What follows belongs to an exercise in optimizing a design on an open flow for small area; a production flow would make more cautious choices.
The RTL was checked by simulation tests, not by an equivalence proof against the original design.

==> design/flow/design.v <==
`timescale 1ns/1ps
package noc_pkg;
	localparam int FLIT_WIDTH = 4;
	localparam int PACKET_WIDTH = 32;
	localparam int PACKET_FLITS = PACKET_WIDTH / FLIT_WIDTH;
	localparam int NUM_PORTS = 5;
	localparam int PORT_LOCAL = 0;
	localparam int PORT_NORTH = 1;
	localparam int PORT_SOUTH = 2;
	localparam int PORT_EAST = 3;
	localparam int PORT_WEST = 4;
	localparam logic PS_HEAD = 1'b0;
	localparam logic PS_BODY = 1'b1;
endpackage
`timescale 1ns/1ps
module flit_fifo #(
	parameter int DEPTH = 8
) (
	input logic clk_local,
	input logic reset,
	input logic wr,
	input logic [3:0] wr_flit,
	input logic rd,
	output logic [3:0] rd_flit,
	output logic empty,
	output logic full
);
	localparam int AW = (DEPTH > 1) ? $clog2(DEPTH) : 1;
	localparam int CW = $clog2(DEPTH + 1);
	logic [3:0] mem [DEPTH];
	logic [AW-1:0] wr_ptr;
	logic [AW-1:0] rd_ptr;
	logic [CW-1:0] count;
	logic do_wr;
	logic do_rd;
	assign do_wr = wr && !full;  
	assign do_rd = rd && !empty;
	assign empty = (count == '0);
	assign full = (count == CW'(DEPTH));
	assign rd_flit = mem[rd_ptr];
	always_ff @(posedge clk_local)
	begin
		if (do_wr)
			mem[wr_ptr] <= wr_flit;
	end
	always_ff @(posedge clk_local)
	begin
		if (reset)
		begin
			wr_ptr <= '0;
			rd_ptr <= '0;
			count <= '0;
		end
		else
		begin
			if (do_wr)
				wr_ptr <= (wr_ptr == AW'(DEPTH - 1)) ? '0 : wr_ptr + 1'b1;
			if (do_rd)
				rd_ptr <= (rd_ptr == AW'(DEPTH - 1)) ? '0 : rd_ptr + 1'b1;
			if (do_wr && !do_rd)
				count <= count + 1'b1;
			else if (do_rd && !do_wr)
				count <= count - 1'b1;
		end
	end
endmodule
`timescale 1ns/1ps
module packet_serializer (
	input logic clk_local,
	input logic reset,
	input logic wr,
	input logic [31:0] packet,
	input logic rd,
	output logic [3:0] flit,
	output logic empty,
	output logic full
);
	logic [31:0] shift;
	logic [2:0] idx;
	logic loaded;
	logic accept;
	assign accept = wr && !loaded;  
	assign flit = shift[31:28];
	assign empty = !loaded;
	assign full = loaded;
	always_ff @(posedge clk_local)
	begin
		if (accept)
			shift <= packet;
		else if (rd)
			shift <= {shift[27:0], 4'h0};  
	end
	always_ff @(posedge clk_local)
	begin
		if (reset)
		begin
			loaded <= 1'b0;
			idx <= '0;
		end
		else if (accept)
		begin
			loaded <= 1'b1;
			idx <= '0;
		end
		else if (rd && loaded)
		begin
			idx <= idx + 1'b1;
			if (idx == 3'(noc_pkg::PACKET_FLITS - 1))
				loaded <= 1'b0;
		end
	end
endmodule
`timescale 1ns/1ps
module input_port #(
	parameter logic [1:0] X_COORD = 2'd1,
	parameter logic [1:0] Y_COORD = 2'd1
) (
	input logic clk_local,
	input logic reset,
	input logic empty,
	input logic [3:0] flit_in,
	input logic grant,
	output logic rd,
	output logic [3:0] flit_out,
	output logic send,
	output logic [4:0] request
);
	logic state;
	logic [4:0] dest;
	logic [4:0] route;
	logic [2:0] cnt;
	logic [1:0] dst_x;
	logic [1:0] dst_y;
	assign dst_x = flit_in[3:2];
	assign dst_y = flit_in[1:0];
	always_comb
	begin
		route = '0;
		if (dst_x > X_COORD)
			route[noc_pkg::PORT_EAST] = 1'b1;
		else if (dst_x < X_COORD)
			route[noc_pkg::PORT_WEST] = 1'b1;
		else if (dst_y > Y_COORD)
			route[noc_pkg::PORT_NORTH] = 1'b1;
		else if (dst_y < Y_COORD)
			route[noc_pkg::PORT_SOUTH] = 1'b1;
		else
			route[noc_pkg::PORT_LOCAL] = 1'b1;
	end
	assign request = (state == noc_pkg::PS_BODY) ? dest : '0;
	assign send = (state == noc_pkg::PS_BODY) && grant && !empty;
	assign rd = send;
	assign flit_out = flit_in;
	always_ff @(posedge clk_local)
	begin
		if (state == noc_pkg::PS_HEAD && !empty)
			dest <= route;  
	end
	always_ff @(posedge clk_local)
	begin
		if (reset)
		begin
			state <= noc_pkg::PS_HEAD;
			cnt <= '0;
		end
		else
		begin
			case (state)
				noc_pkg::PS_HEAD:
				begin
					cnt <= '0;
					if (!empty)
						state <= noc_pkg::PS_BODY;
				end
				default:
				begin
					if (send)
					begin
						cnt <= cnt + 1'b1;
						if (cnt == 3'(noc_pkg::PACKET_FLITS - 1))
							state <= noc_pkg::PS_HEAD;  
					end
				end
			endcase
		end
	end
endmodule
`timescale 1ns/1ps
module rr_arbiter (
	input logic clk_local,
	input logic reset,
	input logic [4:0] request,
	input logic dest_full,
	output logic [4:0] grant,
	output logic [2:0] select
);
	logic lock;
	logic [2:0] owner;
	logic [2:0] ptr;
	logic [2:0] base;
	logic [2:0] pick;
	logic pick_valid;
	logic owner_hold;
	function automatic logic [2:0] next_port(input logic [2:0] p);
		if (p == 3'(noc_pkg::NUM_PORTS - 1))
			next_port = 3'd0;
		else
			next_port = p + 3'd1;
	endfunction
	assign owner_hold = lock && request[owner];
	assign base = lock ? next_port(owner) : ptr;
	always_comb
	begin
		logic [2:0] idx;
		idx = base;
		pick = owner;
		pick_valid = 1'b0;
		if (owner_hold)
			pick_valid = 1'b1;
		else
		begin
			for (int i = 0; i < noc_pkg::NUM_PORTS; i++)
			begin
				if (!pick_valid && request[idx])
				begin
					pick = idx;
					pick_valid = 1'b1;
				end
				idx = next_port(idx);
			end
		end
	end
	assign grant = (pick_valid && !dest_full) ? (5'd1 << pick) : 5'd0;
	assign select = pick;
	always_ff @(posedge clk_local)
	begin
		if (reset)
		begin
			lock <= 1'b0;
			owner <= '0;
			ptr <= '0;  
		end
		else if (!dest_full)  
		begin
			if (lock && !request[owner])
				ptr <= next_port(owner);
			if (!owner_hold)
			begin
				lock <= pick_valid;
				if (pick_valid)
					owner <= pick;
			end
		end
	end
endmodule
`timescale 1ns/1ps
module crossbar (
	input logic clk_local,
	input logic reset,
	input logic [19:0] in_flit,    
	input logic [4:0] in_send,
	input logic [14:0] sel,        
	input logic [4:0] sel_valid,
	output logic [24:0] out        
);
	always_ff @(posedge clk_local)
	begin
		for (int o = 0; o < noc_pkg::NUM_PORTS; o++)
		begin
			if (reset)
				out[5*o+4] <= 1'b0;
			else
				out[5*o+4] <= sel_valid[o] && in_send[sel[3*o +: 3]];
			out[5*o +: 4] <= in_flit[4*sel[3*o +: 3] +: 4];  
		end
	end
endmodule
`timescale 1ns/1ps
module router #(
	parameter logic [1:0] X_COORD = 2'd1,
	parameter logic [1:0] Y_COORD = 2'd1,
	parameter int FIFO_DEPTH = 8
) (
	input logic clk_local,
	input logic reset,
	input logic [31:0] local_in,
	input logic write_en_local,
	input logic [4:0] north_in,    
	input logic [4:0] south_in,
	input logic [4:0] east_in,
	input logic [4:0] west_in,
	input logic local_neuron_full,
	input logic north_neighbor_full,
	input logic south_neighbor_full,
	input logic east_neighbor_full,
	input logic west_neighbor_full,
	output logic local_full,
	output logic north_full,
	output logic south_full,
	output logic east_full,
	output logic west_full,
	output logic [4:0] local_out,  
	output logic [4:0] north_out,
	output logic [4:0] south_out,
	output logic [4:0] east_out,
	output logic [4:0] west_out
);
	logic [4:0] src_empty;
	logic [4:0] src_rd;
	logic [19:0] src_flit;         
	logic [19:0] port_flit;
	logic [4:0] port_send;
	logic [4:0] port_grant;
	logic [24:0] port_req;         
	logic [24:0] arb_req;          
	logic [24:0] arb_grant;        
	logic [14:0] arb_sel;
	logic [4:0] arb_valid;
	logic [4:0] dest_full;
	logic [19:0] nb_in;            
	logic [4:1] nb_full;
	logic [24:0] out_link;
	assign nb_in = {west_in, east_in, south_in, north_in};
	assign {west_full, east_full, south_full, north_full} = nb_full;
	assign dest_full = {west_neighbor_full, east_neighbor_full, south_neighbor_full,
		north_neighbor_full, local_neuron_full};
	assign {west_out, east_out, south_out, north_out, local_out} = out_link;
	packet_serializer local_ser_i (
		.clk_local(clk_local),
		.reset(reset),
		.wr(write_en_local),
		.packet(local_in),
		.rd(src_rd[noc_pkg::PORT_LOCAL]),
		.flit(src_flit[3:0]),
		.empty(src_empty[noc_pkg::PORT_LOCAL]),
		.full(local_full)
	);
	for (genvar j = 1; j < noc_pkg::NUM_PORTS; j++)
	begin : g_fifo
		flit_fifo #(.DEPTH(FIFO_DEPTH)) fifo_i (
			.clk_local(clk_local),
			.reset(reset),
			.wr(nb_in[5*j-1]),
			.wr_flit(nb_in[5*j-5 +: 4]),
			.rd(src_rd[j]),
			.rd_flit(src_flit[4*j +: 4]),
			.empty(src_empty[j]),
			.full(nb_full[j])
		);
	end
	for (genvar j = 0; j < noc_pkg::NUM_PORTS; j++)
	begin : g_port
		input_port #(.X_COORD(X_COORD), .Y_COORD(Y_COORD)) port_i (
			.clk_local(clk_local),
			.reset(reset),
			.empty(src_empty[j]),
			.flit_in(src_flit[4*j +: 4]),
			.grant(port_grant[j]),
			.rd(src_rd[j]),
			.flit_out(port_flit[4*j +: 4]),
			.send(port_send[j]),
			.request(port_req[5*j +: 5])
		);
	end
	always_comb
	begin
		for (int j = 0; j < noc_pkg::NUM_PORTS; j++)
		begin
			port_grant[j] = 1'b0;
			for (int k = 0; k < noc_pkg::NUM_PORTS; k++)
			begin
				arb_req[5*k+j] = port_req[5*j+k];
				port_grant[j] = port_grant[j] | arb_grant[5*k+j];
			end
		end
	end
	for (genvar k = 0; k < noc_pkg::NUM_PORTS; k++)
	begin : g_arb
		rr_arbiter arb_i (
			.clk_local(clk_local),
			.reset(reset),
			.request(arb_req[5*k +: 5]),
			.dest_full(dest_full[k]),
			.grant(arb_grant[5*k +: 5]),
			.select(arb_sel[3*k +: 3])
		);
		assign arb_valid[k] = |arb_grant[5*k +: 5];
	end
	crossbar xbar_i (
		.clk_local(clk_local),
		.reset(reset),
		.in_flit(port_flit),
		.in_send(port_send),
		.sel(arb_sel),
		.sel_valid(arb_valid),
		.out(out_link)
	);
endmodule
==> design/flow/run.sh <==
#!/bin/bash
# synth_recipe.tcl (not shown) runs the flow's synth.tcl, then flattens the netlist and writes it again
# the make line also repeats each setting of config.mk as NAME=value (left out here)
make -C /OpenROAD-flow-scripts/flow DESIGN_CONFIG=/design/flow/config.mk WORK_HOME=/design/flow/orfs CLKGATE_MAP_FILE= SYNTH_SCRIPT=/design/flow/synth_recipe.tcl finish
==> design/flow/config.mk <==
export PLATFORM = sky130hd
export DESIGN_NAME = router
export DESIGN_NICKNAME = router
export VERILOG_FILES = /design/flow/design.v
export SDC_FILE = /design/flow/constraint.sdc
export NUM_CORES = 4
export LEC_CHECK = 0
export CAP_MARGIN = 20
export CORE_MARGIN = 2
export CORE_UTILIZATION = 40
export SLEW_MARGIN = 20
==> design/flow/constraint.sdc <==
create_clock -name core_clock -period 9.0 [get_ports {clk_local}]
set_input_delay 1.8000 -clock core_clock [delete_from_list [all_inputs] [get_ports {clk_local}]]
set_output_delay 1.8000 -clock core_clock [all_outputs]
set_load 0.01 [all_outputs]
==> load_flow_metrics.sql <==
INSERT INTO impl_metrics (metric_group, metric, value, unit) VALUES
('sta', 'setup_repair_after_global_routing_missed_its_margin', 'no', ''),
('critical_path', 'regToRegSetupSlack', '0.78', 'ns'),
('synth', 'leading_post_synthesis_cells_by_instance_count', 'sky130_fd_sc_hd__nor2_1 (190), sky130_fd_sc_hd__edfxtp_1 (185), sky130_fd_sc_hd__nand2_1 (170)', ''),
('synth', 'synth_top_cell_area_share', '27.7', '%'),
('routing', 'met2_routed_wirelength', '25900', 'µm'),
('critical_path', 'crit_top_cell', 'sky130_fd_sc_hd__ha_1', ''),
('clocking', 'cts_sinks', '321', ''),
('synth', 'netlist_area', '20000', 'µm²'),
('clocking', 'clock_latency', '0.53', 'ns'),
('sta', 'report.final.slew_viol_count', '0', ''),
('critical_path', 'crit_path_top_delay_cell', 'sky130_fd_sc_hd__dfxtp_1', ''),
('finish', 'antenna_cells_inserted', '0', ''),
('critical_path', 'worst_r2r_endpoint', 'g_fifo[2].fifo_i.count[3]', ''),
('finish', 'layout.cells.non_filler', '2770', ''),
('sta', 'setup-tns-final', '0', 'ns'),
('sta', 'tightestPinTransition', '1.05', 'ns'),
('run', 'max-cap-violations', '0', ''),
('global_route', 'grt_max_degree', '58', ''),
('clocking', 'hold_buffers', '0', ''),
('run_status', 'outcome', 'no timing/DRC/antenna violations', ''),
('synth', 'yosys_warnings', '6', ''),
('critical_path', 'critical_path.reg2reg.startpoint', 'g_arb[2].arb_i.lock', ''),
('synth', 'post_synth_inst_count', '2012', ''),
('global_route', 'antenna_violations_before_repair', '0', ''),
('routing', 'num_vias', '16300', ''),
('die', 'num_rows', '82', ''),
('critical_path', 'depth_of_the_worst_register_to_register_path', '32', ''),
('clocking', 'htree_num_levels', '2', ''),
('sta', 'fmax', '122', 'MHz'),
('synth', 'synth-edff-count', '185', ''),
('routing', 'routed-wl-met3', '3070', 'µm'),
('die', 'die_height', '228', 'µm'),
('die', 'dieWidth', '228', 'µm'),
('synth', 'post_syn_nets', '2154', ''),
('clocking', 'clock_tree.buffer_depth', '3', ''),
('sta', 'hold-worst-slack', '0.451', 'ns'),
('synth', 'yosys.area.top_type', 'sky130_fd_sc_hd__edfxtp_1', ''),
('critical_path', 'end_kind', 'flop', ''),
('synth', 'seq_area_frac_synth', '41.3', '%'),
('sta', 'finalHoldViolations', '0', ''),
('placement', 'dpl.hpwl', '39700', 'µm'),
('synth', 'yosysMostFrequentCell', 'sky130_fd_sc_hd__nor2_1', ''),
('critical_path', 'crit_path_max_fanout', '22', ''),
('finish', 'layout-drive-gt1-share', '12.6', '%'),
('routing', 'detail_route.wirelength.met1', '23400', 'µm'),
('clocking', 'tritoncts_clock_tree', 'done', ''),
('critical_path', 'cp_slowest_stage_delay', '0.76', 'ns'),
('routing', 'detail_route.drc_violations', '0', ''),
('placement', 'buffer_ports.inserted', '89', ''),
('sta', 'final_period_minus_worst_setup_slack', '8.22', 'ns'),
('sta', 'skew', '0.0268', 'ns'),
('sta', 'timing.final.setup_violations', '0', ''),
('finish', 'area.growth.synth_to_final', '13.6', '%'),
('routing', 'drt-initial-drc-count', '1375', ''),
('worst_hold_path', 'hold_start', 'g_arb[0].arb_i.ptr[0]', ''),
('finish', 'finalCoreUtilization', '45.7', '%'),
('synth', 'synthesis.area_per_instance', '9.95', 'µm²'),
('synth', 'yosys.cell_types.count', '110', ''),
('die', 'initial_utilization', '40.2', '%'),
('routing', 'route.detailed.wl_per_inst', '19.5', 'µm'),
('critical_path', 'worst_path_dominant_cell_family', 'compound AO/OA/AOI/OAI gates', ''),
('synth', 'register_bit_count_reported_by_yosys', '321', ''),
('routing', 'drtAntennaViolNets', '0', ''),
('routing', 'top_layer_used', 'met4', ''),
('global_route', 'via_count_of_the_first_global_routing_pass', '16000', '');
[tightest hold or removal path, cell delays in order (launching register included)]
cell and delay [ns]:
sky130_fd_sc_hd__dfxtp_1 0.31, sky130_fd_sc_hd__nand2_1 0.05, sky130_fd_sc_hd__a21oi_1 0.05
[state kept, by name, summed over array words and instances, names as in the netlist, named ones only]
signal and flops:
g_arb.arb_i.owner 15, g_fifo.fifo_i.wr_ptr 12, g_fifo.fifo_i.rd_ptr 12, local_ser_i.idx 3, g_port.port_i.cnt 15, local_ser_i.shift 32
g_port.port_i.state 5, g_fifo.fifo_i.count 16, xbar_i.out 25, g_fifo.fifo_i.mem 128, g_arb.arb_i.lock 5, local_ser_i.loaded 1
g_port.port_i.dest 25, g_arb.arb_i.ptr 15
[cell type report]
class / count / area [µm²]
fillers: 4668 / 27000
multi-input cells: 1518 / 11100
flip-flops and latches: 321 / 8280
clock buffers: 53 / 1080
repair buffers: 111 / 1050
well taps: 672 / 841
inverters: 82 / 310
clock inverters: 13 / 139
[through the flow]
stage               instance area (µm²)  worst slack [ns]
detailed placement                21500             0.852
CTS                               22800             0.841
finish                            22800             0.783
global placement                  21500              1.12
global route                      22800            0.0177
floorplan                         20000              1.98
[logic make-up after synthesis]
family                     count (synthesis)  share of synthesized area, %
buffers and inverters                    173                          3.47
xor gates and xnor gates                  21                         0.918
DFF                                      321                          41.3
muxes                                    215                          13.9
AOI/OAI and AO/OA                        508                          18.1
adders and majority gates                 82                          5.16
and+or+nand+nor                          692                          17.1
[how the worst max path moves through the flow]
stage,startpoint,endpoint,slack [ns],cells past startpoint
after floorplan,g_arb[3].arb_i.lock,g_fifo[2].fifo_i.count[3],1.98,36
after global placement,g_arb[2].arb_i.lock,g_fifo[2].fifo_i.count[3],1.12,32
after detailed placement,g_arb[2].arb_i.lock,g_fifo[1].fifo_i.count[2],0.85,31
after CTS,g_arb[2].arb_i.lock,g_fifo[1].fifo_i.count[2],0.84,31
after global routing,g_arb[2].arb_i.lock,g_fifo[1].fifo_i.count[2],0.02,31
final,g_arb[2].arb_i.lock,g_fifo[2].fifo_i.count[3],0.78,32
[routing by layer]
layer	vias up	track usage, %
met1	7880	26.0
met5	-	0
li1	7790	-
met4	0	6.60
met3	113	3.38
met2	534	34.8
[layout by cell type (no fill, tap or decap), types with 10 or more instances in the layout]
cell type and count:
sky130_fd_sc_hd__nor2_1 190, sky130_fd_sc_hd__edfxtp_1 185, sky130_fd_sc_hd__nand2_1 170, sky130_fd_sc_hd__dfxtp_1 136, sky130_fd_sc_hd__a21oi_1 111, sky130_fd_sc_hd__mux2i_1 99
sky130_fd_sc_hd__clkdlybuf4s50_1 88, sky130_fd_sc_hd__ha_1 81, sky130_fd_sc_hd__o21ai_0 73, sky130_fd_sc_hd__nor3_1 71, sky130_fd_sc_hd__mux2_2 71, sky130_fd_sc_hd__inv_1 70
sky130_fd_sc_hd__mux4_2 41, sky130_fd_sc_hd__nand3_1 38, sky130_fd_sc_hd__clkbuf_16 38, sky130_fd_sc_hd__a211oi_1 35, sky130_fd_sc_hd__o31ai_1 34, sky130_fd_sc_hd__and2_1 30
sky130_fd_sc_hd__o211ai_1 29, sky130_fd_sc_hd__nand2b_1 27, sky130_fd_sc_hd__nor2b_1 27, sky130_fd_sc_hd__a31oi_1 25, sky130_fd_sc_hd__buf_4 23, sky130_fd_sc_hd__or3_1 22
sky130_fd_sc_hd__o22ai_1 17, sky130_fd_sc_hd__nor4_1 17, sky130_fd_sc_hd__or2_2 14, sky130_fd_sc_hd__and3_1 14, sky130_fd_sc_hd__xor2_1 12, sky130_fd_sc_hd__inv_2 11
sky130_fd_sc_hd__nand4_1 11, sky130_fd_sc_hd__nor3b_1 10, sky130_fd_sc_hd__a21o_1 10, sky130_fd_sc_hd__o21a_1 10

what the ideal ports hide:
The results above use ideal ports. As a check the final layout listed here was re-extracted and re-timed, cells and wires unchanged.
Step 1 (the two cells are an assumption about what drives the block):
set clk [get_ports {clk_local}]
set_driving_cell -lib_cell sky130_fd_sc_hd__clkbuf_16 $clk
set_driving_cell -lib_cell sky130_fd_sc_hd__buf_2 [delete_from_list [all_inputs] $clk]
Step 2 times the ports against the registers' clock, not the clock port: input delays grow and output delays shrink by t, the midpoint of the rising clock arrivals with the driver on.
Slacks: no drivers / after step 1 / after step 2; pairs: no drivers / after step 1.
t (ns): 0.569
setup slack, ns: 0.783 / 0.783 / 0.783
hold slack, ns: 0.451 / 0.451 / 0.451
After both steps setup and hold are still met in this run. For this run, drivers alone change the setup slack by 0.000 ns; drivers and shift together by 0.000 ns.
